Background: an optimization exercise with open tools, aiming at small area and a short achievable clock period. Do not read the settings as production practice. RTL that was checked went through simulation tests only; none was proved equivalent to the original. Only the layout flow was run in runs 2 to 6; the RTL was not checked for function there. Power and IR drop assume default switching activity.

`flow/run.sh`:
```
#!/bin/bash
# synth_recipe.tcl (not shown) runs the flow's synth.tcl, then flattens the netlist and writes it again
# the make line also repeats each setting of config.mk as NAME=value (left out here)
make -C /OpenROAD-flow-scripts/flow DESIGN_CONFIG=/design/flow/config.mk WORK_HOME=/design/flow/orfs CLKGATE_MAP_FILE= SYNTH_SCRIPT=/design/flow/synth_recipe.tcl finish
```
`flow/config.mk`:
```
export PLATFORM = sky130hd
export DESIGN_NAME = pio_top
export DESIGN_NICKNAME = pio_top
export VERILOG_FILES = /design/flow/design.v
export SDC_FILE = /design/flow/constraint.sdc
export NUM_CORES = 4
export LEC_CHECK = 0
export CAP_MARGIN = 20
export CORE_MARGIN = 2
export CORE_UTILIZATION = 40
export PLACE_DENSITY = 0.6
export SLEW_MARGIN = 20
```
`flow/constraint.sdc`:
```
create_clock -name core_clock -period 8.0 [get_ports {clk}]
set_input_delay 1.6000 -clock core_clock [delete_from_list [all_inputs] [get_ports {clk}]]
set_output_delay 1.6000 -clock core_clock [all_outputs]
set_load 0.01 [all_outputs]
```
`flow/design.v`:
```
`timescale 1ns/1ps
`default_nettype none
package pio_pkg;
  typedef logic [31:0] word_t;
  typedef logic [15:0] instr_t;
  typedef logic [4:0]  pc_t;
  typedef logic [4:0]  pin_idx_t;
  typedef logic [15:0] div_t;
  localparam int FIFO_DEPTH = 4;
  localparam int FIFO_AW    = $clog2(FIFO_DEPTH);
  localparam int IMEM_DEPTH = 32;
  localparam logic [5:0] OSR_EMPTY = 6'd32;  
  typedef enum logic [2:0] {
    OP_JMP  = 3'd0,
    OP_WAIT = 3'd1,
    OP_IN   = 3'd2,
    OP_OUT  = 3'd3,
    OP_PULL = 3'd4,
    OP_MOV  = 3'd5,
    OP_IRQ  = 3'd6,
    OP_SET  = 3'd7
  } op_e;
  typedef struct packed {
    op_e        op;     
    logic [4:0] delay;  
    logic [2:0] op1;
    logic [4:0] op2;
  } decoded_t;
  typedef struct packed {
    div_t       div;
    pc_t        wrap_bottom;
    pc_t        wrap_top;
    pin_idx_t   out_base;
    logic [5:0] out_count;  
    pin_idx_t   set_base;
    logic [2:0] set_count;  
    pin_idx_t   jmp_pin;
    pin_idx_t   gpio_sel;
  } sm_cfg_t;
endpackage
`default_nettype wire
`timescale 1ns/1ps
`default_nettype none
module pio_clk_div (
  input  wire logic          clk,
  input  wire logic          rst_n,
  input  wire logic          en,
  input  wire pio_pkg::div_t div,
  output logic               tick
);
  pio_pkg::div_t m;
  logic          m_one;
  assign m_one = (m == 16'd1);
  always_ff @(posedge clk or negedge rst_n) begin
    if (!rst_n) begin
      m    <= 16'd1;
      tick <= 1'b0;
    end else if (!en) begin
      m    <= 16'd1;  
      tick <= 1'b0;
    end else if (m_one) begin
      tick <= 1'b1;
      m    <= {div[15:1], div[0] | (div[15:1] == 15'd0)};  
    end else begin
      tick <= 1'b0;
      m    <= m - 1'b1;
    end
  end
endmodule
`default_nettype wire
`timescale 1ns/1ps
`default_nettype none
module pio_instr_mem (
  input  wire logic            clk,
  input  wire logic            we,
  input  wire pio_pkg::pc_t    waddr,
  input  wire pio_pkg::instr_t wdata,
  input  wire pio_pkg::pc_t    raddr,
  output pio_pkg::instr_t      rdata
);
  pio_pkg::instr_t mem [pio_pkg::IMEM_DEPTH];
  always_ff @(posedge clk) begin
    if (we) begin
      mem[waddr] <= wdata;
    end
  end
  assign rdata = mem[raddr];  
endmodule
`default_nettype wire
`timescale 1ns/1ps
`default_nettype none
module pio_tx_fifo (
  input  wire logic           clk,
  input  wire logic           rst_n,
  input  wire logic           wr,
  input  wire pio_pkg::word_t wdata,
  input  wire logic           rd,
  output pio_pkg::word_t      rdata,
  output logic                empty,
  output logic                full
);
  pio_pkg::word_t mem [pio_pkg::FIFO_DEPTH];
  logic [2:0]     wr_ptr;  
  logic [2:0]     rd_ptr;
  logic           wr_ok;
  assign empty = (wr_ptr == rd_ptr);
  assign full  = (wr_ptr[1:0] == rd_ptr[1:0]) && (wr_ptr[2] != rd_ptr[2]);
  assign wr_ok = wr && !full;  
  always_ff @(posedge clk) begin
    if (wr_ok) begin
      mem[wr_ptr[1:0]] <= wdata;
    end
  end
  always_ff @(posedge clk or negedge rst_n) begin
    if (!rst_n) begin
      wr_ptr <= '0;
      rd_ptr <= '0;
    end else begin
      if (wr_ok) begin
        wr_ptr <= wr_ptr + 1'b1;
      end
      if (rd) begin  
        rd_ptr <= rd_ptr + 1'b1;
      end
    end
  end
  assign rdata = mem[rd_ptr[1:0]];  
endmodule
`default_nettype wire
`timescale 1ns/1ps
`default_nettype none
module pio_sm (
  input  wire logic             clk,
  input  wire logic             rst_n,
  input  wire logic             en,
  input  wire logic             tick,
  input  wire pio_pkg::sm_cfg_t cfg,
  input  wire pio_pkg::instr_t  instr,
  input  wire pio_pkg::word_t   gpio_in,
  input  wire pio_pkg::word_t   fifo_data,
  input  wire logic             fifo_empty,
  output logic                  fifo_rd,
  output pio_pkg::pc_t          pc,
  output pio_pkg::word_t        pins_out,
  output pio_pkg::word_t        pin_dirs
);
  logic [2:0]     op;
  logic [4:0]     dly;
  logic [2:0]     op1;
  logic [4:0]     op2;
  pio_pkg::word_t x_q;
  pio_pkg::word_t y_q;
  pio_pkg::word_t osr;        
  logic [5:0]     rem;        
  logic [4:0]     delay_cnt;
  assign {op, dly, op1, op2} = instr;
  logic is_jmp, is_wait, is_out, is_pull, is_set;
  assign is_jmp  = (op == 3'd0);
  assign is_wait = (op == 3'd1);
  assign is_out  = (op == 3'd3);
  assign is_pull = (op == 3'd4);
  assign is_set  = (op == 3'd7);
  logic go;     
  logic stall;
  logic exec;
  assign go    = en && tick && (delay_cnt == 5'd0);
  assign stall = (is_wait && (gpio_in[cfg.gpio_sel] != op1[2])) ||
                 (is_pull && op1[2] && op1[0] && fifo_empty);
  assign exec  = go && !stall;
  logic wr_data, to_pd, to_pins, to_dirs, to_x, to_y, to_pc;
  assign wr_data = is_out || is_set;
  assign to_pd   = (op1[1:0] == 2'd0);
  assign to_pins = wr_data && (op1 == 3'd0);
  assign to_dirs = wr_data && (op1 == 3'd4);
  assign to_x    = wr_data && (op1 == 3'd1);
  assign to_y    = wr_data && (op1 == 3'd2);
  assign to_pc   = is_out && (op1 == 3'd5);
  logic [5:0] out_n;
  assign out_n = (op2 == 5'd0) ? 6'd32 : {1'b0, op2};
  logic [4:0]  base;
  logic [4:0]  amt;
  logic [31:0] rot_in;
  logic [31:0] rot;
  assign base   = !to_pd ? 5'd0 : (is_set ? cfg.set_base : cfg.out_base);
  assign amt    = is_set ? base : base + rem[4:0];
  assign rot_in = is_set ? {27'b0, op2} : osr;
  assign rot    = ({rot_in, rot_in} << amt) >> 32;
  logic [5:0] kv;
  logic [5:0] kw;
  assign kv = is_set ? 6'd32 : ((out_n < rem) ? out_n : rem);
  assign kw = is_set ? {3'b0, cfg.set_count}
                     : (cfg.out_count[5] ? 6'd32 : cfg.out_count);
  logic [5:0]  ev;
  logic [5:0]  ew;
  logic [31:0] ge_base;
  logic [31:0] lt_ev;
  logic [31:0] lt_ew;
  logic [31:0] vmask;
  logic [31:0] wmask;
  assign ev = {1'b0, base} + kv;
  assign ew = {1'b0, base} + kw;
  always_comb begin
    for (int p = 0; p < 32; p++) begin
      ge_base[p] = (p[4:0] >= base);
      lt_ev[p]   = (p[4:0] < ev[4:0]);
      lt_ew[p]   = (p[4:0] < ew[4:0]);
    end
  end
  assign vmask = ev[5] ? (ge_base | lt_ev) : (ge_base & lt_ev);
  assign wmask = ew[5] ? (ge_base | lt_ew) : (ge_base & lt_ew);
  logic [31:0] val;
  assign val = rot & vmask;
  logic       jump;
  logic [4:0] pc_seq;
  logic [4:0] pc_nxt;
  always_comb begin
    case (op1)
      3'd0:    jump = 1'b1;
      3'd1:    jump = (x_q == '0);
      3'd2:    jump = (x_q != '0);
      3'd3:    jump = (y_q == '0);
      3'd4:    jump = (y_q != '0);
      3'd5:    jump = (x_q != y_q);
      3'd6:    jump = gpio_in[cfg.jmp_pin];
      default: jump = (rem != 6'd0);
    endcase
  end
  assign pc_seq = (pc == cfg.wrap_top) ? cfg.wrap_bottom : pc + 1'b1;
  assign pc_nxt = to_pc ? val[4:0] : ((is_jmp && jump) ? op2 : pc_seq);
  logic pull_ld;
  assign pull_ld = is_pull && op1[2] && (!fifo_empty || !op1[0]);
  assign fifo_rd = go && is_pull && op1[2] && !fifo_empty;
  logic [5:0] rem_out;
  assign rem_out = (rem > out_n) ? (rem - out_n) : 6'd0;
  always_ff @(posedge clk or negedge rst_n) begin
    if (!rst_n) begin
      delay_cnt <= '0;
    end else if (en && tick) begin
      if (delay_cnt != 5'd0) begin
        delay_cnt <= delay_cnt - 1'b1;
      end else if (!stall) begin
        delay_cnt <= dly;
      end
    end
  end
  always_ff @(posedge clk or negedge rst_n) begin
    if (!rst_n) begin
      pc <= '0;
    end else if (exec) begin
      pc <= pc_nxt;
    end
  end
  always_ff @(posedge clk or negedge rst_n) begin
    if (!rst_n) begin
      x_q <= '0;
    end else if (go && to_x) begin
      x_q <= val;
    end else if (go && is_jmp && op1 == 3'd2) begin
      x_q <= x_q - 1'b1;
    end
  end
  always_ff @(posedge clk or negedge rst_n) begin
    if (!rst_n) begin
      y_q <= '0;
    end else if (go && to_y) begin
      y_q <= val;
    end else if (go && is_jmp && op1 == 3'd4) begin
      y_q <= y_q - 1'b1;
    end
  end
  always_ff @(posedge clk or negedge rst_n) begin
    if (!rst_n) begin
      osr <= '0;
    end else if (go && pull_ld) begin
      osr <= fifo_empty ? x_q : fifo_data;
    end
  end
  always_ff @(posedge clk or negedge rst_n) begin
    if (!rst_n) begin
      rem <= '0;
    end else if (go && pull_ld) begin
      rem <= 6'd32;
    end else if (go && is_out) begin
      rem <= rem_out;
    end
  end
  always_ff @(posedge clk or negedge rst_n) begin
    if (!rst_n) begin
      pins_out <= '0;
      pin_dirs <= '0;
    end else begin
      for (int p = 0; p < 32; p++) begin
        if (go && to_pins && wmask[p]) pins_out[p] <= val[p];
        if (go && to_dirs && wmask[p]) pin_dirs[p] <= val[p];
      end
    end
  end
endmodule
`default_nettype wire
`timescale 1ns/1ps
`default_nettype none
module pio_top (
  input  wire logic        clk,
  input  wire logic        rst_n,
  input  wire logic        en,
  input  wire logic [54:0] cfg,
  input  wire logic        prog_we,
  input  wire logic [4:0]  prog_addr,
  input  wire logic [15:0] prog_data,
  input  wire logic        tx_wr,
  input  wire logic [31:0] tx_data,
  output logic             tx_full,
  input  wire logic [31:0] gpio_in,
  output logic [31:0]      pins_out,
  output logic [31:0]      pin_dirs,
  output logic [4:0]       pc
);
  pio_pkg::sm_cfg_t cfg_s;
  assign cfg_s = cfg;
  logic            tick;
  pio_pkg::instr_t instr;
  pio_pkg::word_t  fifo_data;
  logic            fifo_empty;
  logic            fifo_rd;
  pio_clk_div u_div (
    .clk   (clk),
    .rst_n (rst_n),
    .en    (en),
    .div   (cfg_s.div),
    .tick  (tick)
  );
  pio_instr_mem u_imem (
    .clk   (clk),
    .we    (prog_we),
    .waddr (prog_addr),
    .wdata (prog_data),
    .raddr (pc),
    .rdata (instr)
  );
  pio_tx_fifo u_fifo (
    .clk   (clk),
    .rst_n (rst_n),
    .wr    (tx_wr),
    .wdata (tx_data),
    .rd    (fifo_rd),
    .rdata (fifo_data),
    .empty (fifo_empty),
    .full  (tx_full)
  );
  pio_sm u_sm (
    .clk        (clk),
    .rst_n      (rst_n),
    .en         (en),
    .tick       (tick),
    .cfg        (cfg_s),
    .instr      (instr),
    .gpio_in    (gpio_in),
    .fifo_data  (fifo_data),
    .fifo_empty (fifo_empty),
    .fifo_rd    (fifo_rd),
    .pc         (pc),
    .pins_out   (pins_out),
    .pin_dirs   (pin_dirs)
  );
endmodule
`default_nettype wire
```
==> run summary, run 1 <==
status timing/DRC/antenna clean; period utilization 92.3%; initial antenna violation count 5; Bufs on Longest Clock Path 3; final RePlAce weighted congestion 0.975; Max FO, Critical Path 38; Data required, critical path 8610 ps; Slew Limit Fails 0; Hold Vio Cnt, Final 0; Num CTS Buffers 89; number of post-CTS setup repair buffers 0; synthesis-stage register bit count about 840; die area 105000 µm²; number of remaining DRC errors 0; fillers ~9000; CP cell instances buf_4 > mux4_2 > a22oi_1 > a211oi_2 > nor4_2 > nand2_1 > ha_1 > nand4_1 > o22ai_1 > nor2_1 > nor2_1 > a211oi_1 > ha_1 > a21o_1 > a21oi_1 > o21bai_1 > a21oi_1 > xor2_2 > buf_4 > a22oi_1 > a221oi_1 > mux2_2; Async S/R FF share, synth approximately a quarter; total number of vias 27800; CTS Root Cell clkbuf_16; setup_tns 0 ps; Port Buffer Count ~210; CP Class register to register; number of global-route vias before repair roughly 27000; max-cap viol count 0; clk_skew ~52 ps; CTS clk-pin slew, worst paths 70 ps; CTS tree done; ys flop type edfxtp_1; nature of the critical path endpoint register; GRT Util Overall between 20% and 30%; share of layout cells above drive strength 1 17.8%; first-pass GRT wire length ~190000 µm; Floorplan Core Area 102000 µm²; crit start category register; routed wire length approximately 130000 µm; chip height 325 µm; Final Setup Violations 0; drt first-iter violations around 3100; post-CTS sizing 0; EDFF count, synth 640; leakage power approximately 18 nW; Slew HR approximately a quarter; slowest cell delay on critical path between 800 and 900 ps; DP HPWL approximately 89000 µm; Remaining Overflow, GRT 0; Post-DRT Antenna Nets 0; clock sink count ~840; cts hold-fix bufs 0; Initial Util about two fifths; vias per cell between 5 and 6; CP arrival 7990 ps; Max Fclk between 100 and 150 MHz; Layout area overhead 17.0%; H-tree depth 3; synth unique cells ~100; VDD IR max approximately 170 µV; Synth Instances around 3000; DR WL/cell 27.4 µm; Post-Layout Cell Count 4691; YS warnings 4; Row Count around 120; largest net degree at the start of global routing between 100 and 150; Slowest-stage cell, CP dfrtp_4; hold crit path type register to register; dpl cells 4522; Mean Syn Cell Area between 10 and 15 µm²; First-pass DRT Iterations 6; measured slew at the worst slew-check pin ~1100 ps; fin nets approximately 3400; post-synthesis sequential area ratio about three fifths; RSZ-0062 raised after global routing false; Ports 215; Syn Nets ~3200; Die Wd 325 µm; time the worst path needs with I/O delays and setup approximately 7400 ps; worst-skew pair later-pin latency just over 700 ps; power density over cell area around 280 nW/µm²; Mapped Area roughly 41000 µm²
[report_power, final]
group / leakage [nW] / switching, mW / internal, mW
registers: 8.49 / 0.158 / 4.94
logic: 7.68 / 2.76 / 1.46
clock network: 1.47 / 1.81 / 2.41
total: 17.6 / 4.73 / 8.81
[synth_stat cells, types with 54 or more instances]
cell,count,area share [%]
xor2_1,55,1.2
mux4_2,169,9.2
o21ai_0,142,1.7
nor2_1,164,1.5
xnor2_1,84,1.8
mux2i_1,166,4.0
nand3_1,72,0.88
a21oi_1,124,1.5
dfrtp_1,198,12
nand2_1,245,2.2
clkbuf_1,106,0.97
nor3_1,58,0.71
edfxtp_1,640,47
mux2_2,54,1.5
[final timing paths]
check	start	to	slack, ps	cells after the start
max	u_sm.pc[1]	u_sm.pin_dirs[8]	620	22
min	u_fifo.wr_ptr[2]	u_fifo.wr_ptr[2]	490	1
max reg2reg	u_sm.pc[1]	u_sm.pin_dirs[8]	620	22
min reg2reg	u_fifo.wr_ptr[2]	u_fifo.wr_ptr[2]	490	1
max in group asynchronous	rst_n	u_fifo.rd_ptr[0]	5740	2
min in group asynchronous	rst_n	u_sm.pins_out[24]	870	1
[cells in the final DEF (no fill, tap or decap), drive strengths merged, types with 56 or more instances in the layout]
cell / count
nor2: 166
xor2: 56
mux2: 59
nand3: 74
a21oi: 124
edfxtp: 640
nand2: 248
o21ai: 151
mux2i: 167
xnor2: 84
buf: 126
nor3: 62
clkbuf: 108
dfrtp: 198
mux4: 169
clkdlybuf4s50: 202
[routing by layer]
layer	wire (µm)	GRT usage, %
met4	3910	7.31
met1	56500	34.3
met3	8530	3.92
met5	49	0
met2	59700	37.7
[cell families after synthesis]
kind of cell | Yosys count | share of synthesized area [%]
muxes | 395 | 15.0
xor gates and xnor gates | 140 | 3.00
buffers and inverters | 229 | 2.61
AOI/OAI and AO/OA | 576 | 9.46
DFF | 839 | 58.8
adders and majority gates | 70 | 1.99
and+or+nand+nor | 765 | 9.21
[registers in the layout, indices dropped and copies added, names as in the netlist, 6 cells and up]
name and cells:
u_imem.mem 512, u_fifo.mem 128, u_sm.osr 32, u_sm.pin_dirs 32, u_sm.pins_out 32, u_sm.x_q 32
u_sm.y_q 32, u_div.m 16, u_sm.rem 6
[layout make-up]
| cell class | instances | area, µm² | share of cell area, % |
|---|---|---|---|
| antenna | 1 | 2.50 | 0.00519 |
| clock buffer | 108 | 2350 | 4.88 |
| clock inverter | 59 | 663 | 1.38 |
| inverter | 42 | 158 | 0.327 |
| multi-input combinational | 1946 | 16100 | 33.4 |
| sequential | 839 | 24200 | 50.3 |
| tap | 1368 | 1710 | 3.55 |
| timing repair buffer | 328 | 2980 | 6.18 |
[worst max-delay path: cells and delay by family (launching register included)]
kind,cells,cell delay [ps]
flops,1,860
mux,2,810
simple gates,5,960
xor+xnor,1,460
buf+inv,2,690
fa+ha+maj,2,650
compound gates,10,2820
[through the flow]
step	total power, mW	hold slack, ps	area (µm²)	util (%)	setup slack [ps]
after CTS	13.6	491	48200	47.3	615
after detailed placement	9.32	479	45200	44.4	669
after floorplan	7.83	462	41200	-	1620
final	13.5	485	48200	47.3	619
after global routing	14.1	496	48200	47.3	160
after global placement	9.33	477	45200	44.4	467
==> run 2: changes to the inputs <==
--- a/flow/design.v
+++ b/flow/design.v
@@ -76,12 +76,24 @@
   input  wire pio_pkg::pc_t    waddr,
   input  wire pio_pkg::instr_t wdata,
   input  wire pio_pkg::pc_t    raddr,
-  output pio_pkg::instr_t      rdata
+  output logic [14:0]          rdata
 );
-  pio_pkg::instr_t mem [pio_pkg::IMEM_DEPTH];
+  logic [14:0] mem [pio_pkg::IMEM_DEPTH];
+  logic [2:0]  op;
+  logic [1:0]  cls;
+  logic [4:0]  op2;
+  assign op = wdata[15:13];
+  always_comb begin
+    case (op)
+      3'd0:    begin cls = 2'd0; op2 = wdata[4:0]; end
+      3'd3:    begin cls = 2'd1; op2 = wdata[4:0]; end
+      3'd7:    begin cls = 2'd2; op2 = wdata[4:0]; end
+      default: begin cls = 2'd3; op2 = {3'b0, op == 3'd4, op == 3'd1}; end
+    endcase
+  end
   always_ff @(posedge clk) begin
     if (we) begin
-      mem[waddr] <= wdata;
+      mem[waddr] <= {wdata[12:8], cls, wdata[7:5], op2};
     end
   end
   assign rdata = mem[raddr];  
@@ -135,7 +147,7 @@
   input  wire logic             en,
   input  wire logic             tick,
   input  wire pio_pkg::sm_cfg_t cfg,
-  input  wire pio_pkg::instr_t  instr,
+  input  wire logic [14:0]       instr,
   input  wire pio_pkg::word_t   gpio_in,
   input  wire pio_pkg::word_t   fifo_data,
   input  wire logic             fifo_empty,
@@ -144,22 +156,22 @@
   output pio_pkg::word_t        pins_out,
   output pio_pkg::word_t        pin_dirs
 );
-  logic [2:0]     op;
+  logic [1:0]     cls;
   logic [4:0]     dly;
   logic [2:0]     op1;
   logic [4:0]     op2;
   pio_pkg::word_t x_q;
   pio_pkg::word_t y_q;
-  pio_pkg::word_t osr;        
-  logic [5:0]     rem;        
+  pio_pkg::word_t osr;
+  logic [5:0]     cnt;        
   logic [4:0]     delay_cnt;
-  assign {op, dly, op1, op2} = instr;
+  assign {dly, cls, op1, op2} = instr;
   logic is_jmp, is_wait, is_out, is_pull, is_set;
-  assign is_jmp  = (op == 3'd0);
-  assign is_wait = (op == 3'd1);
-  assign is_out  = (op == 3'd3);
-  assign is_pull = (op == 3'd4);
-  assign is_set  = (op == 3'd7);
+  assign is_jmp  = (cls == 2'd0);
+  assign is_out  = (cls == 2'd1);
+  assign is_set  = (cls == 2'd2);
+  assign is_wait = (cls == 2'd3) && op2[0];
+  assign is_pull = (cls == 2'd3) && op2[1];
   logic go;     
   logic stall;
   logic exec;
@@ -167,49 +179,42 @@
   assign stall = (is_wait && (gpio_in[cfg.gpio_sel] != op1[2])) ||
                  (is_pull && op1[2] && op1[0] && fifo_empty);
   assign exec  = go && !stall;
-  logic wr_data, to_pd, to_pins, to_dirs, to_x, to_y, to_pc;
+  logic wr_data, to_pins, to_dirs, to_x, to_y, to_pc;
   assign wr_data = is_out || is_set;
-  assign to_pd   = (op1[1:0] == 2'd0);
   assign to_pins = wr_data && (op1 == 3'd0);
   assign to_dirs = wr_data && (op1 == 3'd4);
   assign to_x    = wr_data && (op1 == 3'd1);
   assign to_y    = wr_data && (op1 == 3'd2);
   assign to_pc   = is_out && (op1 == 3'd5);
-  logic [5:0] out_n;
-  assign out_n = (op2 == 5'd0) ? 6'd32 : {1'b0, op2};
+  logic [31:0] nmask;
+  logic [31:0] out_val;
+  always_comb begin
+    for (int i = 0; i < 32; i++) nmask[i] = (op2 == 5'd0) || (i[4:0] < op2);
+  end
+  assign out_val = osr & nmask;
   logic [4:0]  base;
-  logic [4:0]  amt;
-  logic [31:0] rot_in;
+  logic [5:0]  kw;
+  logic [31:0] v;
   logic [31:0] rot;
-  assign base   = !to_pd ? 5'd0 : (is_set ? cfg.set_base : cfg.out_base);
-  assign amt    = is_set ? base : base + rem[4:0];
-  assign rot_in = is_set ? {27'b0, op2} : osr;
-  assign rot    = ({rot_in, rot_in} << amt) >> 32;
-  logic [5:0] kv;
-  logic [5:0] kw;
-  assign kv = is_set ? 6'd32 : ((out_n < rem) ? out_n : rem);
-  assign kw = is_set ? {3'b0, cfg.set_count}
-                     : (cfg.out_count[5] ? 6'd32 : cfg.out_count);
-  logic [5:0]  ev;
+  assign base = is_set ? cfg.set_base : cfg.out_base;
+  assign kw   = is_set ? {3'b0, cfg.set_count}
+                       : (cfg.out_count[5] ? 6'd32 : cfg.out_count);
+  assign v    = is_set ? {27'b0, op2} : out_val;
+  assign rot  = ({v, v} << base) >> 32;
   logic [5:0]  ew;
   logic [31:0] ge_base;
-  logic [31:0] lt_ev;
   logic [31:0] lt_ew;
-  logic [31:0] vmask;
   logic [31:0] wmask;
-  assign ev = {1'b0, base} + kv;
   assign ew = {1'b0, base} + kw;
   always_comb begin
     for (int p = 0; p < 32; p++) begin
       ge_base[p] = (p[4:0] >= base);
-      lt_ev[p]   = (p[4:0] < ev[4:0]);
       lt_ew[p]   = (p[4:0] < ew[4:0]);
     end
   end
-  assign vmask = ev[5] ? (ge_base | lt_ev) : (ge_base & lt_ev);
   assign wmask = ew[5] ? (ge_base | lt_ew) : (ge_base & lt_ew);
   logic [31:0] val;
-  assign val = rot & vmask;
+  assign val = is_set ? {27'b0, op2} : out_val;
   logic       jump;
   logic [4:0] pc_seq;
   logic [4:0] pc_nxt;
@@ -222,7 +227,7 @@
       3'd4:    jump = (y_q != '0);
       3'd5:    jump = (x_q != y_q);
       3'd6:    jump = gpio_in[cfg.jmp_pin];
-      default: jump = (rem != 6'd0);
+      default: jump = !cnt[5];
     endcase
   end
   assign pc_seq = (pc == cfg.wrap_top) ? cfg.wrap_bottom : pc + 1'b1;
@@ -230,8 +235,8 @@
   logic pull_ld;
   assign pull_ld = is_pull && op1[2] && (!fifo_empty || !op1[0]);
   assign fifo_rd = go && is_pull && op1[2] && !fifo_empty;
-  logic [5:0] rem_out;
-  assign rem_out = (rem > out_n) ? (rem - out_n) : 6'd0;
+  logic [6:0] cnt_sum;
+  assign cnt_sum = {1'b0, cnt} + {1'b0, (op2 == 5'd0), op2};
   always_ff @(posedge clk or negedge rst_n) begin
     if (!rst_n) begin
       delay_cnt <= '0;
@@ -273,15 +278,17 @@
       osr <= '0;
     end else if (go && pull_ld) begin
       osr <= fifo_empty ? x_q : fifo_data;
+    end else if (go && is_out) begin
+      osr <= (op2 == 5'd0) ? 32'd0 : (osr >> op2);
     end
   end
   always_ff @(posedge clk or negedge rst_n) begin
     if (!rst_n) begin
-      rem <= '0;
+      cnt <= 6'd32;
     end else if (go && pull_ld) begin
-      rem <= 6'd32;
+      cnt <= '0;
     end else if (go && is_out) begin
-      rem <= rem_out;
+      cnt <= cnt_sum[6] || (cnt_sum[5] && cnt_sum[4:0] != 5'd0) ? 6'd32 : cnt_sum[5:0];
     end
   end
   always_ff @(posedge clk or negedge rst_n) begin
@@ -290,8 +297,8 @@
       pin_dirs <= '0;
     end else begin
       for (int p = 0; p < 32; p++) begin
-        if (go && to_pins && wmask[p]) pins_out[p] <= val[p];
-        if (go && to_dirs && wmask[p]) pin_dirs[p] <= val[p];
+        if (go && to_pins && wmask[p]) pins_out[p] <= rot[p];
+        if (go && to_dirs && wmask[p]) pin_dirs[p] <= rot[p];
       end
     end
   end
@@ -318,7 +325,7 @@
   pio_pkg::sm_cfg_t cfg_s;
   assign cfg_s = cfg;
   logic            tick;
-  pio_pkg::instr_t instr;
+  logic [14:0]     instr;
   pio_pkg::word_t  fifo_data;
   logic            fifo_empty;
   logic            fifo_rd;
==> run summary, run 2 <==
GRT Util Overall 23.7% (-0.33 points); Floorplan Core Area 99900 µm² (-2.0%); Syn Nets 3261 (+2.1%); Ports 215 (unchanged); Max Fclk 151 MHz (+11%); most frequent cells in the layout 608 x edfxtp_1, 323 x nand2_1, 206 x clkdlybuf4s50_1, 192 x dfrtp_1, 184 x nor2_1; HP Start u_sm.pin_dirs[12]; Bufs on Longest Clock Path 3 (unchanged); hold crit path type register to register; Synth Instances 3088 (+2.5%); drt first-iter violations 3146 (+2.0%); Post-DRT Antenna Nets 0 (unchanged); fillers 8932 (-1.0%); synth unique cells 102 (+0.99%); number of post-CTS setup repair buffers 0 (unchanged); number of global-route vias before repair 27500 (+2.6%); number of remaining DRC errors 0 (unchanged); clk_skew 29.5 ps (-22.4 ps); CTS tree done; fin nets 3460 (+0.99%); Reg2Reg Depth 20 (-9.1%); Slew HR 28.4% (+2.4 points); post-CTS sizing 0 (unchanged); slowest cell delay on critical path 820 ps (-40 ps); Biggest register u_imem.mem; leakage power 16.2 nW (-7.9%); Place WS 1460 ps (+790 ps); EDFF count, synth 608 (-5.0%); period utilization 82.8% (-9.4 points); max-cap viol count 0 (unchanged); initial antenna violation count 4 (-1); largest cells by area after synthesis edfxtp_1 45%, dfrtp_1 12%, mux4_2 10%; synthesis-stage register bit count 807 (-3.8%); H-tree depth 3 (unchanged); r2r endpoint u_sm.pins_out[6]; Slew Limit Fails 0 (unchanged); measured slew at the worst slew-check pin 1070 ps (-16.0 ps); DP HPWL 86300 µm (-3.0%); Initial Util 40.3% (-0.099 points); Die Wd 321 µm (-1.1%); Port Buffer Count 214 (unchanged); Num CTS Buffers 85 (-4.5%); Layout area overhead 16.2%; total number of vias 28400 (+2.2%); biggest regs u_imem.mem (480), u_fifo.mem (128); first-pass GRT wire length 183000 µm (-2.2%); post-synthesis sequential area ratio 57.7% (-1.0 points); Yosys top cell area share 45.4% (-1.3 points); chip height 321 µm (-1.1%); DR WL/cell 26.5 µm (-3.3%); vias per cell 6.10 (+3.0%); VDD IR max 276 µV (+58%); First-pass DRT Iterations 8 (+2); final RePlAce weighted congestion 0.993 (+1.8%); RSZ-0062 raised after global routing false; Remaining Overflow, GRT 0 (unchanged); Max FO, Critical Path 29 (-24%); fin worst setup slack 1370 ps (+754 ps); post-synth top area cell edfxtp_1; setup_tns 0 ps (unchanged); largest net degree at the start of global routing 105 (-27%); top-count cell post-synth edfxtp_1; crit start category register; nature of the critical path endpoint register; share of layout cells above drive strength 1 16.6% (-1.1 points); Worst Hold Endpoint u_sm.pin_dirs[12]; Mean Syn Cell Area 13.0 µm² (-4.6%); CP cell instances mux4_2 > mux4_2 > mux2i_1 > ha_2 > buf_4 > nor2_1 > a21oi_1 > clkinv_1 > ha_1 > fa_1 > a21oi_1 > nor2_1 > nor2_1 > xor2_1 > buf_4 > nand2_1 > nor2_1 > a221oi_1 > o21ai_0 > mux2_2; worst-skew pair later-pin latency 670 ps (-40 ps); Reg-to-Reg Start u_sm.pc[0]; status timing/DRC/antenna clean; ys flop type edfxtp_1; YS warnings 4 (unchanged); most frequent CP cell nor2_1; hold path cells 2 (+1); max reg flops 480 (-6.3%); worst hold slack 485 ps (+0.0870 ps); clock sink count 807 (-3.8%); Hold Vio Cnt, Final 0 (unchanged); CP arrival 7180 ps (-810 ps); Worst Path Buf+Inv 3 (+1); Final Setup Violations 0 (unchanged); CTS clk-pin slew, worst paths 60 ps (about the same); Mapped Area 40200 µm² (-2.2%); Synth top cells by count 608 x edfxtp_1, 326 x nand2_1, 202 x nor2_1; Async S/R FF share, synth 24.7% (+0.94 points); die area 103000 µm² (-2.2%); Data required, critical path 8550 ps (-60 ps); CTS Root Cell clkbuf_16; routed wire length 123000 µm (-4.0%); Crit path max-delay family multiplexers; commonest non-fill, non-tap cell in the layout edfxtp_1; CP Class register to register; Slowest-stage cell, CP dfrtp_4; cts hold-fix bufs 0 (unchanged); power density over cell area 377 nW/µm² (+34%); flop-to-flop setup slack 1370 ps (+750 ps); Row Count 116 (-0.85%); time the worst path needs with I/O delays and setup 6630 ps (-754 ps)
## run 2: cell families after synthesis
kind of cell,count (synthesis),share of synthesized area (%)
fa+ha+maj,51,1.48
simple gates,839,9.68
mux,359,14.9
flops,807,57.7
compound gates,691,11.5
xor+xnor,99,2.15
buf+inv,242,2.59
## run 2: stage by stage
stage	instance area (µm²)	util (%)	power [mW]	cells
3_3_place_gp	44000	44.1	13.6	4496
5_1_grt	46800	46.8	18.5	4651
4_1_cts	46800	46.8	17.6	4651
3_5_place_dp	44000	44.1	13.7	4498
6_report	46800	46.8	17.7	4654
2_1_floorplan	40200	-	11.0	3088
## run 2: per-layer routing
| metal | track usage (%) | vias to the layer above | wire [µm] |
|---|---|---|---|
| li1 | - | 12500 | - |
| met1 | 33.6 | 14400 | 53200 |
| met2 | 37.0 | 1314 | 56600 |
| met3 | 4.36 | 219 | 10200 |
| met4 | 7.26 | 0 | 3520 |
| met5 | 0 | - | 0 |
## run 2: worst max-delay path by stage
stage	start	endpoint	depth (start not counted)	slack [ps]
after global routing	u_sm.pc[0]	u_sm.pins_out[6]	20	1020
after global placement	u_sm.pc[0]	u_sm.pins_out[6]	20	1540
after floorplan	u_sm.pc[0]	u_sm.pin_dirs[10]	28	100
after detailed placement	u_sm.pc[0]	u_sm.pins_out[6]	20	1460
final	u_sm.pc[0]	u_sm.pins_out[6]	20	1370
after CTS	u_sm.pc[0]	u_sm.pins_out[6]	20	1400
## run 2: worst register-to-register path, stage by stage (launching register included)
cell	delay, ps
dfrtp_4	820
mux4_2	630
mux4_2	500
mux2i_1	400
ha_2	400
buf_4	330
nor2_1	100
a21oi_1	190
clkinv_1	340
ha_1	360
fa_1	430
a21oi_1	140
nor2_1	50
nor2_1	180
xor2_1	170
buf_4	210
nand2_1	110
nor2_1	400
a221oi_1	150
o21ai_0	240
mux2_2	360
## run 2: power by group
group          internal [mW]  switching, mW
clock network           2.20           1.69
logic                   2.96           5.47
registers               4.89          0.444
## run 2: area by class of cell
cell class | count | area [µm²] | share of cell area [%]
Antenna cell | 3 | 7.51 | 0.0161
Clock buffer | 104 | 2230 | 4.77
Clock inverter | 49 | 509 | 1.09
Inverter | 38 | 143 | 0.305
Multi-Input combinational cell | 2039 | 16100 | 34.4
Sequential cell | 807 | 23300 | 49.7
Tap cell | 1298 | 1620 | 3.47
Timing Repair Buffer | 316 | 2910 | 6.21
==> run 3: changes to the inputs <==
--- a/flow/config.mk
+++ b/flow/config.mk
@@ -9,4 +9,5 @@
 export CORE_MARGIN = 2
 export CORE_UTILIZATION = 40
 export PLACE_DENSITY = 0.6
+export SETUP_SLACK_MARGIN = 4.0
 export SLEW_MARGIN = 20
==> run summary, run 3 <==
worst-skew pair later-pin latency 700 ps (+30 ps); Mapped Area 40200 µm² (unchanged); post-synthesis simple-gate area fraction 9.68% (unchanged); CTS clk-pin slew, worst paths 60 ps (about the same); Mean Syn Cell Area 13.0 µm² (unchanged); top-count cell post-synth edfxtp_1; Post-Synth Adder-Cell Area 1.48% (unchanged); routed wire length 136000 µm (+9.8%); Slowest-stage cell, CP mux4_2; Bufs on Longest Clock Path 3 (unchanged); nature of the critical path endpoint register; H-tree depth 3 (unchanged); Row Count 116 (unchanged); initial antenna violation count 3 (-1); critical path startpoint u_sm.pc[0]; synthesis-stage register bit count 807 (unchanged); CTS tree done; slowest cell delay on critical path 530 ps (-290 ps); clk_skew 56.5 ps (+27.1 ps); largest cells by area after synthesis edfxtp_1 45%, dfrtp_1 12%, mux4_2 10%; Data required, critical path 8610 ps (+60 ps); Hold Vio Cnt, Final 0 (unchanged); CTS Root Cell clkbuf_16; fin nets 3629 (+4.9%); hold crit path type register to register; First-pass DRT Iterations 6 (-2); setup_tns 0 ps (unchanged); clock sink count 807 (unchanged); vias per cell 6.21 (+1.8%); dpl cells 4496 (-0.044%); Final Setup Violations 0 (unchanged); YS warnings 4 (unchanged); Synth Instances 3088 (unchanged); EDFF count, synth 608 (unchanged); Max Fclk 204 MHz (+35%); biggest regs u_imem.mem (480), u_fifo.mem (128); Post-Layout Cell Count 4826 (+3.7%); chip height 321 µm (unchanged); Compound-Gate Fraction of Synth Area 11.5% (unchanged); post-synthesis sequential area ratio 57.7% (unchanged); Floorplan Core Area 99900 µm² (unchanged); Slew HR 20.7% (-7.7 points); leakage power 17.8 nW (+9.6%); status timing/DRC/antenna clean; RSZ-0062 raised after global routing true; Remaining Overflow, GRT 0 (unchanged); Yosys top cell area share 45.4% (unchanged); most frequent cells in the layout 608 x edfxtp_1, 302 x nand2_1, 204 x clkdlybuf4s50_1, 193 x buf_4, 192 x dfrtp_1; Layout area overhead 25.8%; CP arrival 5520 ps (-1660 ps); final RePlAce weighted congestion 1.01 (+2.0%); largest family of logic cells by synthesized area multiplexers; Sequential Area 23300 µm² (unchanged); largest net degree at the start of global routing 142 (+35%); CP Class register to register; total number of vias 30000 (+5.6%); commonest non-fill, non-tap cell in the layout edfxtp_1; Max FO, Critical Path 24 (-17%); design area 50600 µm² (+8.2%); Initial Util 40.3% (unchanged); mux cell area share after synthesis 14.9% (unchanged); Syn Nets 3261 (unchanged); synth unique cells 102 (unchanged); Biggest register u_imem.mem; Cell Area, Placed 44200 µm² (+0.41%); Synth top cells by count 608 x edfxtp_1, 326 x nand2_1, 202 x nor2_1; VDD IR max 267 µV (-3.3%); Async S/R FF share, synth 24.7% (unchanged); Post-DRT Antenna Nets 0 (unchanged); ys flop type edfxtp_1; xor/xnor cell area share of the yosys netlist 2.15% (unchanged); post-synth top area cell edfxtp_1; power density over cell area 421 nW/µm² (+11%); die area 103000 µm² (unchanged); measured slew at the worst slew-check pin 1180 ps (+114 ps); share of layout cells above drive strength 1 27.6% (+11 points); max-cap viol count 0 (unchanged); DR WL/cell 28.1 µm (+5.8%); Slew Limit Fails 0 (unchanged); fillers 8510 (-4.7%); Reg-to-Reg Start u_sm.pc[0]; DP HPWL 88200 µm (+2.1%); first-pass GRT wire length 197000 µm (+7.2%); number of global-route vias before repair 29000 (+5.4%); fin worst setup slack 3090 ps (+1720 ps); CP cell instances buf_12 > mux4_2 > mux4_2 > mux2i_4 > ha_4 > buf_4 > clkinvlp_4 > buf_4 > nand2_2 > and3_1 > a22oi_2 > nor2_1 > o31ai_1 > nor4_2 > mux2i_1 > o21ai_0; time the worst path needs with I/O delays and setup 4910 ps (-1720 ps); drt first-iter violations 3470 (+10%); crit start category register; Place WS 1630 ps (+166 ps); Num CTS Buffers 86 (+1.2%); max reg flops 480 (unchanged); Ports 215 (unchanged); Port Buffer Count 214 (unchanged); period utilization 61.4% (-21 points); Die Wd 321 µm (unchanged); HP Start u_sm.pin_dirs[28]; number of remaining DRC errors 0 (unchanged); GRT Util Overall 25.7% (+2.1 points); Multi-input gate area 17600 µm² (+9.3%)
run 3: cell families after synthesis:
logic type / after synthesis
AOI/OAI and AO/OA: 691
xor gates and xnor gates: 99
adders and majority gates: 51
buffers and inverters: 242
DFF: 807
muxes: 359
and+or+nand+nor: 839
run 3: stage by stage:
stage / total power, mW / hold WS, ps / utilization [%]
CTS: 20.1 / 484 / 49.4
global route: 22.1 / 503 / 50.7
floorplan: 11.4 / 462 / -
detailed placement: 13.9 / 470 / 44.3
finish: 21.3 / 481 / 50.7
global placement: 13.9 / 468 / 44.3
run 3: critical path, delay by kind of cell, from the launching register on:
family,cells,cell delay [ps]
AOI/OAI and AO/OA,3,530
adders and majority gates,1,290
muxes,4,1520
DFF,1,460
and+or+nand+nor,4,1120
buffers and inverters,4,930
run 3: final timing paths:
| kind | end | slack (ps) | cells after the start |
|---|---|---|---|
| worst max-delay path | u_sm.pin_dirs[29] | 3090 | 16 |
| worst min-delay path | u_sm.pin_dirs[28] | 480 | 2 |
| worst max register to register | u_sm.pin_dirs[29] | 3090 | 16 |
| worst min register to register | u_sm.pin_dirs[28] | 480 | 2 |
| max in group asynchronous | u_sm.pc[0] | 5840 | 2 |
| min in group asynchronous | u_sm.pin_dirs[29] | 830 | 1 |
run 3: final cells by class:
type                       count  area share, %
sequential                   807           45.9
multi-input combinational   2041           34.8
timing repair buffer         482           9.60
clock buffer                  97           4.37
tap                         1298           3.21
clock inverter                62           1.76
inverter                      38          0.356
antenna                        1        0.00494
run 3: power by group:
group / internal, mW / leakage (nW) / switching, mW
Clock: 2.60 / 1.49 / 1.76
Combinational: 4.74 / 8.18 / 6.90
Sequential: 4.89 / 8.12 / 0.401
Total: 12.2 / 17.8 / 9.06
run 3: layer usage:
metal	share of wire [%]	wire length, µm	up-vias	global-route usage, %
li1	-	-	12900	-
met1	42	56500	15100	36.4
met2	45	61200	1629	39.7
met3	8.8	11900	372	4.51
met4	4.4	5980	2	9.78
met5	0.0096	13	-	0
run 3: repair_timing:
| action | in CTS | in global routing |
|---|---|---|
| pin swaps | 77 | 64 |
| endpoints found under the hold margin | 0 | 0 |
| resized for setup | 251 | 182 |
| endpoints found under the setup margin | 181 | 150 |
| hold buffers | 0 | 0 |
| buffers inserted | 81 | 76 |
| cloned | 11 | 2 |
==> run 4: changes to the inputs <==
--- a/flow/design.v
+++ b/flow/design.v
@@ -76,7 +76,8 @@
   input  wire pio_pkg::pc_t    waddr,
   input  wire pio_pkg::instr_t wdata,
   input  wire pio_pkg::pc_t    raddr,
-  output logic [14:0]          rdata
+  output logic [14:0]          rdata,
+  output logic [14:0]          wenc    
 );
   logic [14:0] mem [pio_pkg::IMEM_DEPTH];
   logic [2:0]  op;
@@ -91,12 +92,13 @@
       default: begin cls = 2'd3; op2 = {3'b0, op == 3'd4, op == 3'd1}; end
     endcase
   end
+  assign wenc = {wdata[12:8], cls, wdata[7:5], op2};
   always_ff @(posedge clk) begin
     if (we) begin
-      mem[waddr] <= {wdata[12:8], cls, wdata[7:5], op2};
+      mem[waddr] <= wenc;
     end
   end
-  assign rdata = mem[raddr];  
+  assign rdata = mem[raddr];
 endmodule
 `default_nettype wire
 `timescale 1ns/1ps
@@ -147,7 +149,11 @@
   input  wire logic             en,
   input  wire logic             tick,
   input  wire pio_pkg::sm_cfg_t cfg,
-  input  wire logic [14:0]       instr,
+  input  wire logic [14:0]       imem_rd,     
+  input  wire logic [14:0]       imem_wenc,   
+  input  wire logic              prog_we,
+  input  wire pio_pkg::pc_t      prog_addr,
+  output pio_pkg::pc_t           fetch_addr,
   input  wire pio_pkg::word_t   gpio_in,
   input  wire pio_pkg::word_t   fifo_data,
   input  wire logic             fifo_empty,
@@ -165,7 +171,8 @@
   pio_pkg::word_t osr;
   logic [5:0]     cnt;        
   logic [4:0]     delay_cnt;
-  assign {dly, cls, op1, op2} = instr;
+  logic [14:0]    ir;         
+  assign {dly, cls, op1, op2} = ir;
   logic is_jmp, is_wait, is_out, is_pull, is_set;
   assign is_jmp  = (cls == 2'd0);
   assign is_out  = (cls == 2'd1);
@@ -255,6 +262,14 @@
       pc <= pc_nxt;
     end
   end
+  assign fetch_addr = go ? pc_nxt : pc;
+  always_ff @(posedge clk) begin
+    if (go && stall) begin
+      if (prog_we && prog_addr == pc) ir <= imem_wenc;
+    end else begin
+      ir <= (prog_we && prog_addr == fetch_addr) ? imem_wenc : imem_rd;
+    end
+  end
   always_ff @(posedge clk or negedge rst_n) begin
     if (!rst_n) begin
       x_q <= '0;
@@ -325,7 +340,9 @@
   pio_pkg::sm_cfg_t cfg_s;
   assign cfg_s = cfg;
   logic            tick;
-  logic [14:0]     instr;
+  logic [14:0]     imem_rd;
+  logic [14:0]     imem_wenc;
+  pio_pkg::pc_t    fetch_addr;
   pio_pkg::word_t  fifo_data;
   logic            fifo_empty;
   logic            fifo_rd;
@@ -341,8 +358,9 @@
     .we    (prog_we),
     .waddr (prog_addr),
     .wdata (prog_data),
-    .raddr (pc),
-    .rdata (instr)
+    .raddr (fetch_addr),
+    .rdata (imem_rd),
+    .wenc  (imem_wenc)
   );
   pio_tx_fifo u_fifo (
     .clk   (clk),
@@ -360,7 +378,11 @@
     .en         (en),
     .tick       (tick),
     .cfg        (cfg_s),
-    .instr      (instr),
+    .imem_rd    (imem_rd),
+    .imem_wenc  (imem_wenc),
+    .prog_we    (prog_we),
+    .prog_addr  (prog_addr),
+    .fetch_addr (fetch_addr),
     .gpio_in    (gpio_in),
     .fifo_data  (fifo_data),
     .fifo_empty (fifo_empty),
==> run summary, run 4 <==
status timing/DRC/antenna clean; Port Buffer Count 214 (unchanged); fin nets 4099 (+13%); initial antenna violation count 9 (+6); total power 16.0 mW (-25%); biggest regs u_imem.mem (480), u_fifo.mem (128); vias per cell 6.07 (-2.3%); chip height 325 µm (+1.3%); Row Count 117 (+0.86%); Data required, critical path 8410 ps (-200 ps); final RePlAce weighted congestion 0.960 (-5.3%); Place WS 1380 ps (-248 ps); Max FO, Critical Path 7 (-71%); time the worst path needs with I/O delays and setup 4450 ps (-460 ps); CTS tree done; EDFF count, synth 623 (+2.5%); Bufs on Longest Clock Path 3 (unchanged); share of layout cells above drive strength 1 20.3% (-7.3 points); ys flop type edfxtp_1; Flop pwr share 32.6% (+7.8 points); CP Class input pin to register; post-synth top area cell edfxtp_1; Async S/R FF share, synth 24.2% (-0.45 points); DP HPWL 87000 µm (-1.3%); Synth top cells by count 623 x edfxtp_1, 457 x nand2_1, 233 x nor2_1; measured slew at the worst slew-check pin 945 ps (-235 ps); Die Wd 325 µm (+1.3%); post-synthesis sequential area ratio 57.4% (-0.36 points); design area 51800 µm² (+2.3%); Initial Util 40.5% (+0.16 points); largest cells by area after synthesis edfxtp_1 45%, dfrtp_1 12%, nand2_1 4.2%; die area 106000 µm² (+2.5%); Post-DRT Antenna Nets 0 (unchanged); RSZ-0062 raised after global routing true; Met2 Wirelength 64700 µm (+5.8%); total number of vias 32600 (+8.6%); clock group share of total power 27.0% (+6.5 points); routed wire length 141000 µm (+4.3%); fin worst setup slack 3550 ps (+460 ps); top-count cell post-synth edfxtp_1; Mean Syn Cell Area 11.5 µm² (-12%); CTS Root Cell clkbuf_16; largest net degree at the start of global routing 102 (-28%); Ports 215 (unchanged); Floorplan Core Area 102000 µm² (+2.2%); nature of the critical path endpoint register; leakage power 19.6 nW (+10%); crit start category input pin; number of remaining DRC errors 0 (unchanged); power density over cell area 308 nW/µm² (-27%); Synth Instances 3586 (+16%); Comb pwr share 40.4% (-14 points); Highest Signal Layer met5; clock sink count 822 (+1.9%); fillers 8863 (+4.1%); Layout area overhead 25.5%; hold crit path type register to register; CP cell instances clkdlybuf4s15_2 > mux4_2 > a21boi_1 > nand4_1 > nand3_4 > nand4_4 > mux2i_4 > o31a_4 > buf_12 > nand2_8 > buf_12 > buf_12 > nor3_1 > nor4_2 > o221ai_1; CTS clk-pin slew, worst paths 60 ps (about the same); drt first-iter violations 3600 (+3.7%); Slew Limit Fails 0 (unchanged); Syn Nets 3761 (+15%); clk_skew 62.3 ps (+5.75 ps); first-pass GRT wire length 206000 µm (+4.9%); max reg flops 480 (unchanged); First-pass DRT Iterations 6 (unchanged); commonest non-fill, non-tap cell in the layout edfxtp_1; Num CTS Buffers 88 (+2.3%); internal power 10.1 mW (-17%); Hold Vio Cnt, Final 0 (unchanged); WL met3 12400 µm (+4.7%); synthesis-stage register bit count 822 (+1.9%); Remaining Overflow, GRT 0 (unchanged); number of global-route vias before repair 30800 (+6.2%); YS warnings 4 (unchanged); period utilization 55.6% (-5.8 points); worst-skew pair later-pin latency 690 ps (about the same); most frequent CP cell buf_12; Biggest register u_imem.mem; Mapped Area 41300 µm² (+2.6%); Met1 Wirelength 58700 µm (+3.8%); setup_tns 0 ps (unchanged); CP arrival 4860 ps (-660 ps); slowest cell delay on critical path 450 ps (-80 ps); GRT Util Overall 25.7% (about the same); Max Fclk 225 MHz (+10%); synth unique cells 91 (-11%); cts hold-fix bufs 0 (unchanged); Slowest-stage cell, CP o31a_4; Cell Area, Placed 45200 µm² (+2.3%); H-tree depth 3 (unchanged); Sw Pwr 5.85 mW (-35%); DR WL/cell 26.4 µm (-6.1%); most frequent cells in the layout 623 x edfxtp_1, 440 x nand2_1, 216 x nor2_1, 200 x buf_4, 192 x dfrtp_1; Slew HR 36.7% (+16 points); Yosys top cell area share 45.3% (-0.050 points); sw frac 36.6% (-6.0 points); VDD IR max 185 µV (-31%); Final Setup Violations 0 (unchanged); max-cap viol count 0 (unchanged)
run 4: cell types whose count changed in the layout (fill, tap and decap cells not counted), sizes merged, moves of 34 or more:
| cell | change |
|---|---|
| xnor2 | -38 |
| nor3 | +45 |
| xor2 | +34 |
| nand3 | +45 |
| clkdlybuf4s50 | -46 |
| and3 | +63 |
| a211oi | +63 |
| mux4 | -119 |
| nand2 | +134 |
| a21oi | +40 |
| a21o | +64 |
| a31oi | +39 |
run 4: power groups by stage:
stage	Combinational [mW]	Clock [mW]	Sequential [mW]
after CTS	5.83	4.36	5.23
final	6.45	4.31	5.21
after global placement	4.76	0	5.31
after detailed placement	4.79	0	5.31
after global routing	6.82	4.53	5.23
after floorplan	3.46	0	5.17
run 4: layout make-up:
type / instances / area [µm²] / share of cell area (%)
multi-input combinational: 2466 / 17700 / 34.1
timing repair buffer: 502 / 5420 / 10.5
tap: 1368 / 1710 / 3.30
inverter: 40 / 199 / 0.384
clock inverter: 45 / 663 / 1.28
antenna: 1 / 2.50 / 0.00483
sequential: 822 / 23700 / 45.7
timing repair inverter: 4 / 32.5 / 0.0628
clock buffer: 117 / 2390 / 4.62
run 4: cells by family (layout without fill, tap and decap cells):
kind of cell,count (synthesis),in the layout,synth area share (%)
and+or+nand+nor,1175,1184,13.2
AOI/OAI and AO/OA,865,865,14.0
DFF,822,822,57.4
buffers and inverters,308,708,3.11
muxes,278,278,8.95
xor gates and xnor gates,94,95,1.99
adders and majority gates,44,44,1.29
other,0,1,0
run 4: path summary, 6_finish.rpt:
path / from / end / slack [ps] / depth (start not counted)
setup / recovery: gpio_in[16] / u_sm.ir[5] / 3550 / 15
hold / removal: u_fifo.wr_ptr[2] / u_fifo.wr_ptr[2] / 490 / 1
setup reg to reg: u_sm.y_q[16] / u_sm.ir[5] / 3570 / 15
hold reg to reg: u_fifo.wr_ptr[2] / u_fifo.wr_ptr[2] / 490 / 1
max in group asynchronous: rst_n / u_fifo.rd_ptr[0] / 5570 / 2
min in group asynchronous: rst_n / u_div.m[9] / 920 / 1
run 4: stage by stage:
stage / hold WS (ps) / utilization [%] / std cells
finish: 489 / 50.8 / 5365
global route: 516 / 50.8 / 5364
CTS: 497 / 49.7 / 5300
detailed placement: 489 / 44.3 / 5014
global placement: 482 / 44.3 / 5014
floorplan: 462 / - / 3586
run 4: critical path, delay by kind of cell:
kind | cells | cell delay [ps]
and+or+nand+nor | 6 | 1080
AOI/OAI and AO/OA | 3 | 770
muxes | 2 | 730
buffers and inverters | 4 | 650
run 4: what timing repair did:
| item | CTS | global route |
|---|---|---|
| pin swaps | 79 | 51 |
| setup endpoints to repair | 149 | 92 |
| setup buffers | 93 | 53 |
| gates resized for setup | 315 | 104 |
| cloned | 31 | 10 |
run 4: layer usage:
metal | global-route usage [%] | vias up
li1 | - | 14400
met1 | 35.8 | 16200
met2 | 40.7 | 1680
met3 | 4.46 | 342
met4 | 8.81 | 14
met5 | 0 | -
==> run 5: changes to the inputs <==
--- a/flow/config.mk
+++ b/flow/config.mk
@@ -7,7 +7,7 @@
 export LEC_CHECK = 0
 export CAP_MARGIN = 20
 export CORE_MARGIN = 2
-export CORE_UTILIZATION = 40
-export PLACE_DENSITY = 0.6
-export SETUP_SLACK_MARGIN = 4.0
+export CORE_UTILIZATION = 55
+export PLACE_DENSITY = 0.7
+export SETUP_SLACK_MARGIN = 5.0
 export SLEW_MARGIN = 20
==> run summary, run 5 <==
H-tree depth 3 (unchanged); synth unique cells 91 (unchanged); Mean Syn Cell Area 11.5 µm² (unchanged); largest cells by area after synthesis edfxtp_1 45%, dfrtp_1 12%, nand2_1 4.2%; CTS clk-pin slew, worst paths 70 ps (about the same); DP HPWL 86700 µm (-0.41%); post-synthesis sequential area ratio 57.4% (unchanged); die area 77300 µm² (-27%); max reg flops 480 (unchanged); crit start category input pin; Layout area overhead 31.8%; Max Fclk 213 MHz (-5.4%); Place WS 1180 ps (-200 ps); Slew Limit Fails 0 (unchanged); Ports 215 (unchanged); HP Start u_sm.pins_out[11]; CP Class input pin to register; time the worst path needs with I/O delays and setup 4700 ps (+255 ps); CP cell instances dlygate4sd2_1 > xnor2_1 > nand3_2 > o21ai_2 > nand3_1 > o211ai_1 > a31oi_4 > buf_4 > buf_4 > buf_12 > and3_1 > a211oi_1 > a311o_1 > o21ai_2 > a211o_1 > o221a_1; fin worst setup slack 3300 ps (-255 ps); hold crit path type register to register; worst hold slack 505 ps (+16.0 ps); post-synth top area cell edfxtp_1; power density over cell area 310 nW/µm² (+0.41%); status timing/DRC/antenna clean; drt first-iter violations 5509 (+53%); Sequential Area 23700 µm² (about the same); Slew HR 28.3% (-8.4 points); max-cap viol count 0 (unchanged); dpl cells 4573 (-8.8%); Remaining Overflow, GRT 0 (unchanged); biggest regs u_imem.mem (480), u_fifo.mem (128); Syn Nets 3761 (unchanged); nature of the critical path endpoint register; flop-to-flop setup slack 3310 ps (-260 ps); Yosys top cell area share 45.3% (unchanged); Die Wd 278 µm (-15%); Post-DRT Antenna Nets 0 (unchanged); Worst Hold Endpoint u_sm.pins_out[11]; share of layout cells above drive strength 1 30.2% (+9.9 points); Num CTS Buffers 85 (-3.4%); VDD IR max 224 µV (+22%); mux cell area share after synthesis 8.95% (unchanged); CTS tree done; routed wire length 153000 µm (+8.3%); DR WL/cell 30.2 µm (+14%); number of global-route vias before repair 33600 (+9.1%); measured slew at the worst slew-check pin 1070 ps (+129 ps); fillers 4695 (-47%); YS warnings 4 (unchanged); Reg2Reg Depth 16 (+1); leakage power 20.9 nW (+6.5%); vias per cell 6.92 (+14%); clock sink count 822 (unchanged); commonest non-fill, non-tap cell in the layout edfxtp_1; largest net degree at the start of global routing 156 (+53%); EDFF count, synth 623 (unchanged); post-synthesis simple-gate area fraction 13.2% (unchanged); Final Setup Violations 0 (unchanged); First-pass DRT Iterations 6 (unchanged); Initial Util 55.5% (+15 points); CP arrival 5150 ps (+290 ps); final RePlAce weighted congestion 0.970 (+1.1%); chip height 278 µm (-15%); RSZ-0062 raised after global routing true; Multi-input gate area 19700 µm² (+11%); Async S/R FF share, synth 24.2% (unchanged); largest family of logic cells by synthesized area compound AO/OA/AOI/OAI gates; hold path cells 1 (unchanged); Post-Synth Adder-Cell Area 1.29% (unchanged); Row Count 100 (-15%); Synth Instances 3586 (unchanged); Synth top cells by count 623 x edfxtp_1, 457 x nand2_1, 233 x nor2_1; clk_skew 65.8 ps (+3.55 ps); Cell Area, Placed 45100 µm² (-0.30%); Biggest register u_imem.mem; Max FO, Critical Path 6 (-1); number of remaining DRC errors 0 (unchanged); Port Buffer Count 214 (unchanged); slowest cell delay on critical path 310 ps (-140 ps); period utilization 58.8% (+3.2 points); first-pass GRT wire length 218000 µm (+5.5%); Slowest-stage cell, CP a211oi_1; worst-skew pair later-pin latency 700 ps (about the same); initial antenna violation count 2 (-7); CTS Root Cell clkbuf_16; Floorplan Core Area 74300 µm² (-27%); total number of vias 35100 (+7.9%); Reg-to-Reg Start u_sm.ir[0]; GRT Util Overall 37.7% (+12 points); ys flop type edfxtp_1; xor/xnor cell area share of the yosys netlist 1.99% (unchanged); most frequent cells in the layout 623 x edfxtp_1, 411 x nand2_1, 215 x buf_4, 184 x dfrtp_1, 158 x nor2_1; setup_tns 0 ps (unchanged); Hold Vio Cnt, Final 0 (unchanged); Compound-Gate Fraction of Synth Area 14.0% (unchanged); top-count cell post-synth edfxtp_1; Bufs on Longest Clock Path 3 (unchanged); design area 54400 µm² (+5.0%); Mapped Area 41300 µm² (unchanged); Data required, critical path 8450 ps (+40 ps); r2r endpoint u_sm.ir[12]; Post-Layout Cell Count 5075 (-5.4%); fin nets 4208 (+2.7%); synthesis-stage register bit count 822 (unchanged)
[run 5: cell types whose count changed in the layout (fill, tap and decap cells not counted), sizes merged, moves of 8 or more]
cell,before,now
buf,276,402
clkbuf,127,135
clkdlybuf4s15,17,7
clkdlybuf4s50,158,81
dlygate4sd2,28,74
[run 5: layout make-up]
cell class                 count  area share, %
sequential                   822           43.6
multi-input combinational   2476           36.2
timing repair buffer         606           12.5
clock buffer                 108           4.11
tap                          969           2.23
clock inverter                49          0.993
inverter                      40          0.343
timing repair inverter         2         0.0322
antenna                        3         0.0138
[run 5: timing repair]
item / CTS / global route
setup endpoints to repair: 853 / 443
gates cloned: 47 / 4
pin swaps: 172 / 114
setup buffers: 233 / 58
hold buffers: 0 / 0
resized for setup: 717 / 242
hold endpoints to repair: 0 / 0
[run 5: kinds of logic after synthesis]
family	after synthesis
AND/OR/NAND/NOR	1175
AO/OA/AOI/OAI	865
flip-flops	822
buffers and inverters	308
multiplexers	278
XOR/XNOR	94
adder cells (fa/ha/maj)	44
[run 5: layer usage]
| layer | up-vias | routed length, µm | global-route usage, % |
|---|---|---|---|
| met1 | 17300 | 56000 | 50.4 |
| met2 | 2631 | 69700 | 58.5 |
| met3 | 659 | 17700 | 7.96 |
| met5 | - | 13 | 0 |
| li1 | 14600 | - | - |
| met4 | 2 | 9720 | 19.6 |
[run 5: worst max-delay path by stage]
stage                         to     from  slack [ps]  depth (start not counted)
2_1_floorplan  u_sm.pins_out[27]  cfg[24]        3360                         21
3_3_place_gp          u_sm.ir[2]   cfg[6]        1310                         14
3_5_place_dp          u_sm.ir[2]   cfg[6]        1180                         14
4_1_cts               u_sm.ir[8]   cfg[6]        3670                         15
5_1_grt              u_sm.ir[12]  cfg[33]        3300                         15
6_report             u_sm.ir[12]  cfg[33]        3300                         16
[run 5: per-stage QoR]
step / total power [mW] / util [%]
after detailed placement: 10.2 / 60.7
after global routing: 17.3 / 73.2
after floorplan: 8.72 / -
final: 16.8 / 73.2
after CTS: 16.0 / 71.3
after global placement: 10.1 / 60.6
[run 5: worst max-delay path: cells and delay by family]
kind	cells	cell delay, ps
and+or+nand+nor	3	620
AOI/OAI and AO/OA	8	1860
xor gates and xnor gates	1	260
buffers and inverters	4	790
[run 5: power breakdown]
part	switching, mW	leakage (nW)	internal [mW]	total, mW
Clock	1.77	1.34	2.23	4.00
Sequential	0.285	8.27	4.96	5.24
Combinational	4.49	11.3	3.11	7.60
==> run 6: changes to the inputs <==
--- a/flow/design.v
+++ b/flow/design.v
@@ -262,12 +262,20 @@
       pc <= pc_nxt;
     end
   end
-  assign fetch_addr = go ? pc_nxt : pc;
-  always_ff @(posedge clk) begin
-    if (go && stall) begin
-      if (prog_we && prog_addr == pc) ir <= imem_wenc;
+  logic fresh;
+  always_ff @(posedge clk or negedge rst_n) begin
+    if (!rst_n) begin
+      fresh <= 1'b1;
     end else begin
+      fresh <= 1'b0;
+    end
+  end
+  assign fetch_addr = fresh ? 5'd0 : pc_nxt;
+  always_ff @(posedge clk) begin
+    if (exec || fresh) begin
       ir <= (prog_we && prog_addr == fetch_addr) ? imem_wenc : imem_rd;
+    end else if (prog_we && prog_addr == pc) begin
+      ir <= imem_wenc;
     end
   end
   always_ff @(posedge clk or negedge rst_n) begin
--- a/flow/config.mk
+++ b/flow/config.mk
@@ -7,7 +7,7 @@
 export LEC_CHECK = 0
 export CAP_MARGIN = 20
 export CORE_MARGIN = 2
-export CORE_UTILIZATION = 55
-export PLACE_DENSITY = 0.7
-export SETUP_SLACK_MARGIN = 5.0
+export CORE_UTILIZATION = 40
+export PLACE_DENSITY = 0.6
+export SETUP_SLACK_MARGIN = 4.0
 export SLEW_MARGIN = 20
==> run summary, run 6 <==
status timing/DRC/antenna clean; mux cell area share after synthesis 11.1% (+2.1 points); top-count cell post-synth edfxtp_1; setup_tns 0 ps (unchanged); Post-DRT Antenna Nets 0 (unchanged); post-synth top area cell edfxtp_1; Bufs on Longest Clock Path 3 (unchanged); largest family of logic cells by synthesized area compound AO/OA/AOI/OAI gates; post-layout util 50.6% (-23 points); post-synthesis sequential area ratio 57.9% (+0.53 points); CTS clk-pin slew, worst paths 60 ps (about the same); Slew HR 22.5% (-5.9 points); VDD IR max 211 µV (-6.0%); Die Wd 324 µm (+17%); sw frac 39.2% (+0.36 points); first-pass GRT wire length 203000 µm (-6.7%); period utilization 60.8% (+2.0 points); vias per cell 6.03 (-13%); Worst Path Buf+Inv 6 (+2); Max FO, Critical Path 5 (-1); synthesis-stage register bit count 823 (+0.12%); largest cells by area after synthesis edfxtp_1 46%, dfrtp_1 12%, mux2i_1 5.4%; nature of the critical path endpoint register; chip height 324 µm (+17%); CP Class input pin to register; Sw Pwr 7.05 mW (+7.7%); fin nets 3989 (-5.2%); critical path startpoint gpio_in[2]; synth unique cells 106 (+16%); H-tree depth 3 (unchanged); Crit path max-delay family simple AND/OR/NAND/NOR gates; Post-Synth Adder-Cell Area 1.32% (+0.035 points); total number of vias 31700 (-9.7%); Port Buffer Count 214 (unchanged); worst-skew pair later-pin latency 680 ps (-20 ps); commonest non-fill, non-tap cell in the layout edfxtp_1; power density over cell area 350 nW/µm² (+13%); die area 105000 µm² (+36%); number of remaining DRC errors 0 (unchanged); Synth top cells by count 623 x edfxtp_1, 480 x nand2_1, 254 x nor2_1; Slowest-stage cell, CP mux4_2; Max Fclk 206 MHz (-3.3%); crit start category input pin; routed wire length 142000 µm (-7.4%); CP cell instances buf_2 > mux4_2 > mux2_4 > o311a_1 > o211ai_1 > buf_4 > and3_4 > a311o_4 > nor2_4 > buf_12 > buf_8 > buf_16 > buf_4 > or3_4 > o211ai_1 > nand3_1 > nor4_4 > o31ai_1; Compound-Gate Fraction of Synth Area 12.9% (-1.1 points); Floorplan Core Area 102000 µm² (+37%); final RePlAce weighted congestion 0.942 (-2.9%); GRT Util Overall 26.2% (-12 points); CTS tree done; ys flop type edfxtp_1; Biggest register u_imem.mem; largest net degree at the start of global routing 136 (-13%); HP Start u_sm.pins_out[13]; number of global-route vias before repair 30300 (-9.7%); EDFF count, synth 623 (unchanged); Flop pwr share 29.0% (-2.1 points); Synth Instances 3441 (-4.0%); Mapped Area 41000 µm² (-0.80%); Multi-input gate area 17600 µm² (-11%); internal power 10.9 mW (+6.1%); Async S/R FF share, synth 24.3% (+0.092 points); clock sink count 823 (+0.12%); RSZ-0062 raised after global routing true; max reg flops 480 (unchanged); clk_skew 48.4 ps (-17.4 ps); Yosys top cell area share 45.7% (+0.36 points); Hold Vio Cnt, Final 0 (unchanged); Mean Syn Cell Area 11.9 µm² (+3.4%); First-pass DRT Iterations 7 (+1); Num CTS Buffers 89 (+4.7%); xor/xnor cell area share of the yosys netlist 2.01% (+0.016 points); post-synthesis simple-gate area fraction 11.6% (-1.6 points); YS warnings 4 (unchanged); max-cap viol count 0 (unchanged); DP HPWL 87700 µm (+1.2%); DR WL/cell 26.9 µm (-11%); most frequent cells in the layout 623 x edfxtp_1, 468 x nand2_1, 227 x nor2_1, 204 x buf_4; biggest regs u_imem.mem (480), u_fifo.mem (128); Sequential Area 23700 µm² (about the same); Layout area overhead 25.5%; leakage power 19.0 nW (-9.2%); Final Setup Violations 0 (unchanged); CTS Root Cell clkbuf_16; clock group share of total power 23.5% (-0.2 points); fillers 8870 (+89%); Ports 215 (unchanged); hold crit path type register to register; initial antenna violation count 6 (+4); Data required, critical path 8410 ps (-40 ps); slowest cell delay on critical path 470 ps (+160 ps); CP arrival 5280 ps (+130 ps); Comb pwr share 47.5% (+2.4 points); Remaining Overflow, GRT 0 (unchanged); drt first-iter violations 3448 (-37%); measured slew at the worst slew-check pin 1160 ps (+83.8 ps); Row Count 117 (+17%); time the worst path needs with I/O delays and setup 4860 ps (+160 ps); Reg-to-Reg Start u_sm.y_q[13]; cts hold-fix bufs 0 (unchanged); Initial Util 40.3% (-15 points); share of layout cells above drive strength 1 22.4% (-7.9 points); Syn Nets 3616 (-3.9%); Slew Limit Fails 0 (unchanged)
run 6: cell types whose count changed after synthesis, moves of 33 or more:
cell / delta
nor3_1: -57
and3_1: -55
mux2i_1: +83
a31oi_1: -97
clkbuf_1: -51
a21o_1: -56
nand3_1: -36
a211oi_1: -33
run 6: per-stage QoR:
| step | worst slack, ps | cells | area [µm²] | power, mW | hold WS [ps] |
|---|---|---|---|---|---|
| global placement | 1120 | 4910 | 45100 | 11.3 | 465 |
| finish | 3140 | 5266 | 51400 | 18.0 | 474 |
| floorplan | 3090 | 3441 | 41500 | 9.61 | 454 |
| global route | 3090 | 5263 | 51400 | 18.6 | 523 |
| detailed placement | 1040 | 4910 | 45100 | 11.3 | 473 |
| CTS | 3230 | 5190 | 50100 | 17.2 | 486 |
run 6: final timing paths:
path                       depth (start not counted)  slack [ps]                end
max                                               18        3140         u_sm.ir[3]
min                                                2         470  u_sm.pins_out[13]
max reg2reg                                       16        3170         u_sm.ir[3]
min reg2reg                                        2         470  u_sm.pins_out[13]
max in group asynchronous                          2        5800   u_fifo.rd_ptr[0]
min in group asynchronous                          1         930  u_sm.pins_out[31]
run 6: metal layers:
layer / routed length (µm) / GRT usage (%) / vias up
li1: - / - / 13900
met1: 56400 / 35.5 / 15800
met2: 64800 / 41.1 / 1746
met4: 6010 / 9.75 / 6
met5: 142 / 0 / -
met3: 14500 / 6.06 / 376
run 6: power groups by stage:
stage	Clock (mW)	Combinational [mW]	Sequential, mW
global placement	0	6.00	5.29
CTS	4.29	7.68	5.21
finish	4.23	8.53	5.21
detailed placement	0	6.04	5.29
floorplan	0	4.44	5.17
global route	4.45	8.92	5.23
run 6: cell families (layout without fill, tap and decap cells):
group | count (synthesis) | count (layout)
and+or+nand+nor | 1062 | 1066
other | 1 | 8
xor gates and xnor gates | 94 | 94
buffers and inverters | 271 | 710
muxes | 360 | 360
adders and majority gates | 45 | 45
AOI/OAI and AO/OA | 785 | 792
DFF | 823 | 823
run 6: area by class of cell:
type / instances / area share, %
diodes: 7 / 0.0341
clock buffers: 110 / 4.56
clock inverters: 58 / 1.22
inverters: 43 / 0.387
multi-input cells: 2358 / 34.3
flip-flops and latches: 823 / 46.1
well taps: 1368 / 3.33
repair buffers: 498 / 10.0
repair inverters: 1 / 0.0170
run 6: worst min-delay path, delay by kind of cell, from the launching register on:
family           cells  cell delay, ps
AO/OA/AOI/OAI        1              50
AND/OR/NAND/NOR      1              40
flip-flops           1             340
run 6: repair_timing:
action                                  CTS  global route
setup buffers                            86            62
pin swaps                                49            72
gates cloned                             26             7
endpoints found under the setup margin  124           127
resized for setup                       305           124
